Context: an optimization exercise on an open-source flow, tuned for small area. The choices shown serve that exercise and are no tape-out recipe.
Function was checked by simulation only, so behaviour that the tests miss may differ from the original.
Power is estimated from default activity; no workload was simulated.

Design jump_target_table, start of the top module:
module jump_target_table #(
    parameter int unsigned ADDR_W    = JTT_ADDR_W,
    parameter int unsigned IDX_W     = JTT_IDX_W,
    parameter int unsigned NUM_BANKS = JTT_NUM_BANKS
) (
    input  logic                                 clk_i,
    input  logic                                 rst_ni,
    input  logic [((NUM_BANKS > 1) ? $clog2(NUM_BANKS) : 1)-1:0]     bank_sel,
    input  logic                                 rd_en,
    input  logic [IDX_W-1:0]                     rd_idx,
    input  logic                                 rel_mode,
    input  logic [ADDR_W-1:0]                    pc,
    output logic [ADDR_W-1:0]                    jump,
    output logic                                 jump_valid,
    output logic                                 rd_err,
    output logic                                 wrap,
    input  logic                                 wr_en,
    input  logic [((NUM_BANKS > 1) ? $clog2(NUM_BANKS) : 1)-1:0]     wr_bank,
    input  logic [IDX_W-1:0]                     wr_idx,
    input  logic [ADDR_W-1:0]                    wr_data,
    output logic                                 wr_ready,
    output logic                                 init_done
);
Settings: LEC_CHECK=0, CAP_MARGIN=20, CORE_MARGIN=2, CORE_UTILIZATION=45, SLEW_MARGIN=20, SYNTH_HIERARCHICAL=1; clock period 6.0 ns.
standard.sh (not shown) runs the stock make flow with config.mk's settings and CLKGATE_MAP_FILE= SYNTH_SCRIPT=/design/flow/synth_recipe.tcl, a recipe that flattens the netlist after the stock synthesis.
==> flow/flow/run.sh <==
#!/bin/bash
# The standard layout (standard.sh, unchanged synthesis), with a lighter
# clock tree (no dummy loads, chosen buffer and clusters) and plain port buffers.
set -euo pipefail
export CTS_ARGS="-sink_clustering_enable -repair_clock_nets -dont_use_dummy_load -buf_list sky130_fd_sc_hd__clkbuf_8 -sink_clustering_size 15 -sink_clustering_max_diameter 45"
export BUFFER_PORTS_ARGS="-buffer_cell sky130_fd_sc_hd__buf_2"
bash standard.sh > standard.log 2>&1
The baseline produced a clean layout.
Change:
==> flow/flow/run.sh (replaced) <==
#!/bin/bash
# The standard layout (standard.sh, unchanged synthesis) with: synthesis
# buffers removed at floorplan, plain port buffers, and a lighter clock tree
# (clkbuf_8 leaves of up to 16 flip-flops, no dummy loads).
set -euo pipefail
export REMOVE_ABC_BUFFERS=1
export BUFFER_PORTS_ARGS="-buffer_cell sky130_fd_sc_hd__buf_2"
export CTS_ARGS="-sink_clustering_enable -repair_clock_nets -dont_use_dummy_load -buf_list sky130_fd_sc_hd__clkbuf_8 -sink_clustering_size 16 -sink_clustering_max_diameter 80"
bash standard.sh > standard.log 2>&1
The new run completed with no timing, DRC or antenna violations.
Worst setup slack is better by 0.49 ns.
Routed wire length fell by 0.63%.
Maximum frequency went up by 9.6%.
Die area stays the same.
Combinational power went up by about 4%.
Total power goes down by about 5%.
Design area came out lower by about 1.6%.
Core utilization drops by 0.76 points.
Sequential share of layout area rose by 0.83 points.
Change:
--- a/flow/flow/run.sh
+++ b/flow/flow/run.sh
@@ -6,3 +6,3 @@
 export REMOVE_ABC_BUFFERS=1
-export BUFFER_PORTS_ARGS="-buffer_cell sky130_fd_sc_hd__buf_2"
+export BUFFER_PORTS_ARGS="-buffer_cell sky130_fd_sc_hd__buf_1"
 export CTS_ARGS="-sink_clustering_enable -repair_clock_nets -dont_use_dummy_load -buf_list sky130_fd_sc_hd__clkbuf_8 -sink_clustering_size 16 -sink_clustering_max_diameter 80"
GPL_TIMING_DRIVEN = 0   (was default)
SETUP_SLACK_MARGIN = 0.35   (was default)
Cell count went down slightly.
Wire length went down by a few percent.
Worst setup slack got worse by 0.47 ns.
Area after synthesis is unchanged.
Clock skew went down by 0.035 ns.
Hold slack got worse by 0.30 ns.
Via count went down slightly.
Change:
--- a/flow/flow/run.sh
+++ b/flow/flow/run.sh
@@ -6,3 +6,3 @@
 export REMOVE_ABC_BUFFERS=1
-export BUFFER_PORTS_ARGS="-buffer_cell sky130_fd_sc_hd__buf_1"
+export BUFFER_PORTS_ARGS="-buffer_cell sky130_fd_sc_hd__buf_2"
 export CTS_ARGS="-sink_clustering_enable -repair_clock_nets -dont_use_dummy_load -buf_list sky130_fd_sc_hd__clkbuf_8 -sink_clustering_size 16 -sink_clustering_max_diameter 80"
Result: The new run completed with no timing, DRC or antenna violations; global-route usage falls by 0.10 points; hold slack gets better by 0.25 ns; combinational power falls by about 4%; fmax falls by 1.9%.
Change:
SETUP_SLACK_MARGIN = 0.6   (was 0.35)
What happened: Worst setup slack improves by 0.27 ns; fmax increases by 5.1%; clock power is about the same; non-clock buffer count increases by 8; wire length barely changes; via count increases by 0.50%; area after synthesis stays the same; synthesized cell count is unchanged; die area is unchanged; combinational power increases by 5.3%; clock-buffer cell count stays the same.

## afterwards: timing with drivers on the ports
Ports are ideal in the flow. The routed layouts listed here were re-timed in OpenROAD. Step 1: set_driving_cell puts a clkbuf_16 on clk_i and a buf_2 on each other input, an assumption about the parent block. Step 2 moves the port delays by t, midway between the first and last clock arrival at a register: inputs arrive t later, outputs are due t later. That takes back most of the time a late clock gives input paths. a / b / c = ideal ports / drivers / drivers and shift; a / b = the first two.
run | shift t [ns] | setup WS [ns] | worst setup path at the end
the first run | 0.939 | 0.379 / 0.364 / -0.575 | input to register
the second run | 0.898 | 0.872 / 0.788 / -0.111 | input to register
the third run | 0.928 | 0.401 / 0.342 / -0.586 | input to register
the fourth run | 0.914 | 0.294 / 0.265 / -0.649 | input to register
the fifth run | 0.913 | 0.569 / 0.551 / -0.363 | input to register
With both steps, setup timing fails in every run listed, where it was met with ideal ports. The setup slack of the third run, which loses most, moves by -0.059 ns with the drivers and by -0.987 ns with both steps.
